What follows belongs to an exercise in optimizing a design on an open flow for small area and a short achievable clock period; a production flow would make more cautious choices. In this exercise RTL edits were held to simulation tests only and were not proved equivalent to the original.

==> quartz: inputs <==
// priority_scan_encoder
module priority_scan_encoder #(
    parameter int WIDTH     = 256,
    parameter int IDXW      = $clog2(WIDTH),
    parameter bit MSB_FIRST = 1'b1
) (
    input  logic              clk,
    input  logic              rst_n,
    input  logic              in_valid,
    output logic              in_ready,
    input  logic [WIDTH-1:0]  in_vec,
    input  logic              abort,
    output logic              out_valid,
    input  logic              out_ready,
    output logic [IDXW-1:0]   out_index,
    output logic              out_last,
    output logic [IDXW:0]     out_remaining,
    output logic              zero_pulse
);
    localparam int NCUT = 30;
    logic             alive;       
    logic             busy;        
    logic             zp;          
    logic [WIDTH-1:0] pend;        
    logic [IDXW:0]    cur;         
    logic [NCUT-1:0]  cq;          
    logic ps_1;
    logic ps_2;
    logic ps_3;
    logic ps_4;
    logic ps_5;
    logic ps_6;
    logic ps_7;
    logic ps_8;
    logic ps_9;
    logic ps_10;
    logic ps_11;
    logic ps_12;
    logic ps_13;
    logic ps_14;
    logic ps_15;
    logic ps_16;
    logic ps_17;
    logic ps_18;
    logic ps_19;
    logic ps_20;
    logic ps_21;
  ...
Settings: LEC_CHECK=0, CAP_MARGIN=20, CORE_MARGIN=2, CORE_UTILIZATION=35, SETUP_SLACK_MARGIN=4.5, SLEW_MARGIN=20, TNS_END_PERCENT=100; clock period 10.0 ns.
run.sh (not shown) runs the stock make flow with config.mk's settings and CLKGATE_MAP_FILE= SYNTH_SCRIPT=/design/flow/synth_recipe.tcl, a recipe that flattens the netlist after the stock synthesis.
==> inputs of fjord, as changes to quartz <==
--- a/flow/design.v
+++ b/flow/design.v
@@ -18,13 +18,12 @@
 );
     localparam int NCUT = 30;
     logic             alive;       
     logic             busy;        
     logic             zp;          
     logic [WIDTH-1:0] pend;        
-    logic [IDXW:0]    cur;         
     logic [NCUT-1:0]  cq;          
     logic ps_1;
     logic ps_2;
     logic ps_3;
     logic ps_4;
     logic ps_5;
@@ -1069,46 +1068,58 @@
     assign total_m1 = total - 1'b1;
     localparam logic [IDXW:0] ONE = (IDXW+1)'(1);
     logic last;
     assign last = ((sum_a ^ sum_b ^ ONE) ==
                    {((sum_a[IDXW-1:0] & sum_b[IDXW-1:0]) |
                      ((sum_a[IDXW-1:0] | sum_b[IDXW-1:0]) & ~ONE[IDXW-1:0])), 1'b0});
-    logic [15:0] g_lt, g_eq, k_lt;
-    always_comb begin
-        for (int g = 0; g < 16; g++) begin
-            g_lt[g] = cur[IDXW] || (4'(g) < cur[7:4]);
-            g_eq[g] = !cur[IDXW] && (4'(g) == cur[7:4]);
-            k_lt[g] = (4'(g) < cur[3:0]);
+    logic [3:0]  c_grp;
+    logic [15:0] g_lt;
+    logic [15:0] c_bits;
+    function automatic logic [4:0] pe16(input logic [15:0] v);
+        logic [7:0] a1; logic       i1 [0:7];
+        logic [3:0] a2; logic [1:0] i2 [0:3];
+        logic [1:0] a3; logic [2:0] i3 [0:1];
+        for (int i = 0; i < 8; i++) begin
+            a1[i] = v[2*i+1] | v[2*i];
+            i1[i] = v[2*i+1];
         end
-    end
-    logic [WIDTH-1:0] cand;
-    logic [15:0]      g_any;
-    logic [3:0]       g_idx [0:15];
-    always_comb begin
-        for (int g = 0; g < 16; g++) begin
-            for (int k = 0; k < 16; k++)
-                cand[16*g+k] = pend[16*g+k] && (g_lt[g] || (g_eq[g] && k_lt[k]));
-            g_any[g] = |cand[16*g +: 16];
-            g_idx[g] = '0;
-            for (int k = 0; k < 16; k++) if (cand[16*g+k]) g_idx[g] = 4'(k);
+        for (int i = 0; i < 4; i++) begin
+            a2[i] = a1[2*i+1] | a1[2*i];
+            i2[i] = a1[2*i+1] ? {1'b1, i1[2*i+1]} : {1'b0, i1[2*i]};
         end
-    end
-    logic [15:0] g_win;
-    logic [3:0]  win_hi, win_lo;
+        for (int i = 0; i < 2; i++) begin
+            a3[i] = a2[2*i+1] | a2[2*i];
+            i3[i] = a2[2*i+1] ? {1'b1, i2[2*i+1]} : {1'b0, i2[2*i]};
+        end
+        pe16 = {a3[1] | a3[0], a3[1] ? {1'b1, i3[1]} : {1'b0, i3[0]}};
+    endfunction
+    logic [15:0] g_any;           
+    logic [3:0]  g_idx [0:15];    
     always_comb begin
-        win_hi = '0;
-        win_lo = '0;
         for (int g = 0; g < 16; g++) begin
-            g_win[g] = g_any[g];
-            for (int h = g + 1; h < 16; h++) if (g_any[h]) g_win[g] = 1'b0;
-            if (g_any[g]) win_hi = 4'(g);
-            win_lo = win_lo | (g_idx[g] & {4{g_win[g]}});
+            logic [4:0] r;
+            r = pe16(pend[16*g +: 16]);
+            g_any[g] = r[4];
+            g_idx[g] = r[3:0];
         end
     end
+    logic [4:0]      c_pe, g_pe;
     logic [IDXW-1:0] win;
-    assign win = {win_hi, win_lo};
+    logic [3:0]      win_hi, win_lo;
+    assign c_pe   = pe16(c_bits);
+    assign g_pe   = pe16(g_any & g_lt);
+    assign win_hi = c_pe[4] ? c_grp : g_pe[3:0];
+    assign win_lo = c_pe[4] ? c_pe[3:0] : g_idx[g_pe[3:0]];
+    assign win    = {win_hi, win_lo};
+    logic [15:0] c_bits_nxt, g_lt_nxt;
+    always_comb begin
+        logic [15:0] grp;
+        grp = pend[16*win_hi +: 16];
+        for (int k = 0; k < 16; k++) c_bits_nxt[k] = grp[k] && (4'(k) < win_lo);
+        for (int g = 0; g < 16; g++) g_lt_nxt[g] = (4'(g) < win_hi);
+    end
     wire accept  = in_valid && alive && !busy && !abort;
     wire deliver = busy && out_ready && !abort;
     wire nonzero = |in_vec;
     always_ff @(posedge clk or negedge rst_n) begin
         if (!rst_n) begin
             alive <= 1'b0;
@@ -1122,51 +1133,56 @@
             else if (busy && abort)
                 busy <= 1'b0;
             else if (deliver && last)
                 busy <= 1'b0;
         end
     end
+    logic [IDXW:0]   total_nxt;
+    assign total_nxt = deliver ? total_m1 : total;
     logic [NCUT-1:0] cq_nxt;
-    assign cq_nxt[0] = total_m1[0];
-    assign cq_nxt[1] = 1'b0;
-    assign cq_nxt[2] = total_m1[1];
-    assign cq_nxt[3] = 1'b0;
-    assign cq_nxt[4] = 1'b0;
-    assign cq_nxt[5] = total_m1[2];
-    assign cq_nxt[6] = 1'b0;
-    assign cq_nxt[7] = 1'b0;
-    assign cq_nxt[8] = 1'b0;
-    assign cq_nxt[9] = 1'b0;
-    assign cq_nxt[10] = 1'b0;
-    assign cq_nxt[11] = total_m1[3];
-    assign cq_nxt[12] = 1'b0;
-    assign cq_nxt[13] = 1'b0;
-    assign cq_nxt[14] = 1'b0;
-    assign cq_nxt[15] = 1'b0;
-    assign cq_nxt[16] = 1'b0;
-    assign cq_nxt[17] = 1'b0;
-    assign cq_nxt[18] = 1'b0;
-    assign cq_nxt[19] = total_m1[4];
-    assign cq_nxt[20] = 1'b0;
-    assign cq_nxt[21] = 1'b0;
-    assign cq_nxt[22] = 1'b0;
-    assign cq_nxt[23] = 1'b0;
-    assign cq_nxt[24] = 1'b0;
-    assign cq_nxt[25] = total_m1[5];
-    assign cq_nxt[26] = 1'b0;
-    assign cq_nxt[27] = total_m1[6];
-    assign cq_nxt[28] = total_m1[7];
-    assign cq_nxt[29] = total_m1[8];
+    assign cq_nxt[0] = busy ? total_nxt[0] : cd[0];
+    assign cq_nxt[1] = !busy && cd[1];
+    assign cq_nxt[2] = busy ? total_nxt[1] : cd[2];
+    assign cq_nxt[3] = !busy && cd[3];
+    assign cq_nxt[4] = !busy && cd[4];
+    assign cq_nxt[5] = busy ? total_nxt[2] : cd[5];
+    assign cq_nxt[6] = !busy && cd[6];
+    assign cq_nxt[7] = !busy && cd[7];
+    assign cq_nxt[8] = !busy && cd[8];
+    assign cq_nxt[9] = !busy && cd[9];
+    assign cq_nxt[10] = !busy && cd[10];
+    assign cq_nxt[11] = busy ? total_nxt[3] : cd[11];
+    assign cq_nxt[12] = !busy && cd[12];
+    assign cq_nxt[13] = !busy && cd[13];
+    assign cq_nxt[14] = !busy && cd[14];
+    assign cq_nxt[15] = !busy && cd[15];
+    assign cq_nxt[16] = !busy && cd[16];
+    assign cq_nxt[17] = !busy && cd[17];
+    assign cq_nxt[18] = !busy && cd[18];
+    assign cq_nxt[19] = busy ? total_nxt[4] : cd[19];
+    assign cq_nxt[20] = !busy && cd[20];
+    assign cq_nxt[21] = !busy && cd[21];
+    assign cq_nxt[22] = !busy && cd[22];
+    assign cq_nxt[23] = !busy && cd[23];
+    assign cq_nxt[24] = !busy && cd[24];
+    assign cq_nxt[25] = busy ? total_nxt[5] : cd[25];
+    assign cq_nxt[26] = !busy && cd[26];
+    assign cq_nxt[27] = busy ? total_nxt[6] : cd[27];
+    assign cq_nxt[28] = busy ? total_nxt[7] : cd[28];
+    assign cq_nxt[29] = busy ? total_nxt[8] : cd[29];
+    always_ff @(posedge clk) cq <= cq_nxt;
     always_ff @(posedge clk) begin
         if (!busy) begin
             pend <= in_vec;
-            cur  <= (IDXW+1)'(WIDTH);
-            cq   <= cd;
+            c_grp  <= '0;
+            g_lt   <= '1;
+            c_bits <= '0;
         end else if (deliver) begin
-            cur  <= {1'b0, win};
-            cq   <= cq_nxt;
+            c_grp  <= win_hi;
+            g_lt   <= g_lt_nxt;
+            c_bits <= c_bits_nxt;
         end
     end
     assign in_ready      = alive && !busy;
     assign out_valid     = busy;
     assign out_index     = win;
     assign out_last      = busy && last;
==> flow/flow/run.sh (new file) <==
#!/bin/bash
# The standard layout (standard.sh) with two changes:
#  * synthesis: yosys's synth runs with -noabc, so the early quick abc pass
#    does not restructure the popcount tree before full adders are extracted
#    (fewer inverters around the adder cells); everything else in the
#    synthesis script is unchanged, the final abc mapping included.
#  * port buffers are buf_2 cells (BUFFER_PORTS_ARGS) instead of the delay
#    cells the resizer picks by default.
set -euo pipefail
export SYNTH_ARGS=-noabc
export BUFFER_PORTS_ARGS="-inputs -outputs -buffer_cell sky130_fd_sc_hd__buf_2"
bash standard.sh > standard_flow.log 2>&1
==> flow/standard.sh (new file) <==
#!/bin/bash
# synth_recipe.tcl (not shown) runs the flow's synth.tcl, then flattens the netlist and writes it again
# the make line also repeats each setting of config.mk as NAME=value (left out here)
make -C /OpenROAD-flow-scripts/flow DESIGN_CONFIG=/design/flow/config.mk WORK_HOME=/design/flow/orfs CLKGATE_MAP_FILE= SYNTH_SCRIPT=/design/flow/synth_recipe.tcl "${@:-finish}"
SETUP_SLACK_MARGIN = 4.7   (was 4.5)
removed: flow/run.sh
==> flow_summary.yaml <==
setup_path:
  ff2ff_path_depth: 19
  reg2reg_slack_ns: 5.74
die:
  tap-cell-count: 950
placement:
  pre_cts_ws_ns: 2.64
drt:
  drt_iter0_markers: 3131
  wl_met2_microns: 57500
outcome:
  status: "complete, no violations"
clock_network:
  cts_buffers: 40
hold_path:
  hold_start: "cq[28]$_SDFFE_PN0P_"
synth:
  synth-edff-count: 283
  yosys.area.top_type_share_pct: 34.0
global_routing:
  grtUsageMet1_pct: 44.2
cells_and_area:
  top_regs: "pend: 256 flops, cq: 30 flops, cur: 9 flops"
[end of results for quartz]
==> flow_summary.yaml <==
synth:
  yosys.area.top_type_share_pct: 35.1
  synth-edff-count: 256
  synthTopCellsByCount: "256 x edfxtp_1, 247 x fa_1, 173 x nand2_1"
die:
  tap-cell-count: 837
hold_path:
  hold_start: "c_grp[3]$_SDFFE_PN0P_"
drt:
  wl_met2_microns: 47300
  drt_iter0_markers: 2676
placement:
  pre_cts_ws_ns: 3.05
clock_network:
  cts_max_level: 2
  cts_buffers: 39
global_routing:
  use_met3_pct: 6.93
  grtUsageMet1_pct: 44.6
setup_path:
  reg2reg_slack_ns: 4.71
  slowest_delay_ns: 0.58
flow_run:
  max_cap_viol_count: 0
outcome:
  status: "complete, no violations"
[end of results for fjord]

==> afterwards: timing with drivers on the ports <==
In the flow no input, the clock included, has a driving cell. The finished layouts below were timed again as built, in two steps. Step 1: set_driving_cell puts a clkbuf_16 on clk and a buf_2 on each other input, an assumption about the parent block. Step 2, shift: input delay + t, output delay - t, t = (earliest + latest rising clock arrival at the registers) / 2. This alone moves slack from input paths to output paths. Slacks: ideal ports / drivers / drivers and shift; pairs: ideal ports / drivers.
run	t (ns)	slack for setup (ns)	clock arrival spread, ns	slew at the worst register clock pin (ns)	worst slew at a driven data input, ns
quartz	0.654	3.672 / 3.607 / 3.739	0.014 / 0.014	0.07 / 0.07	0.06
fjord	0.621	3.616 / 3.554 / 4.172	0.014 / 0.014	0.06 / 0.06	0.07
After both steps every run listed still meets setup and hold.
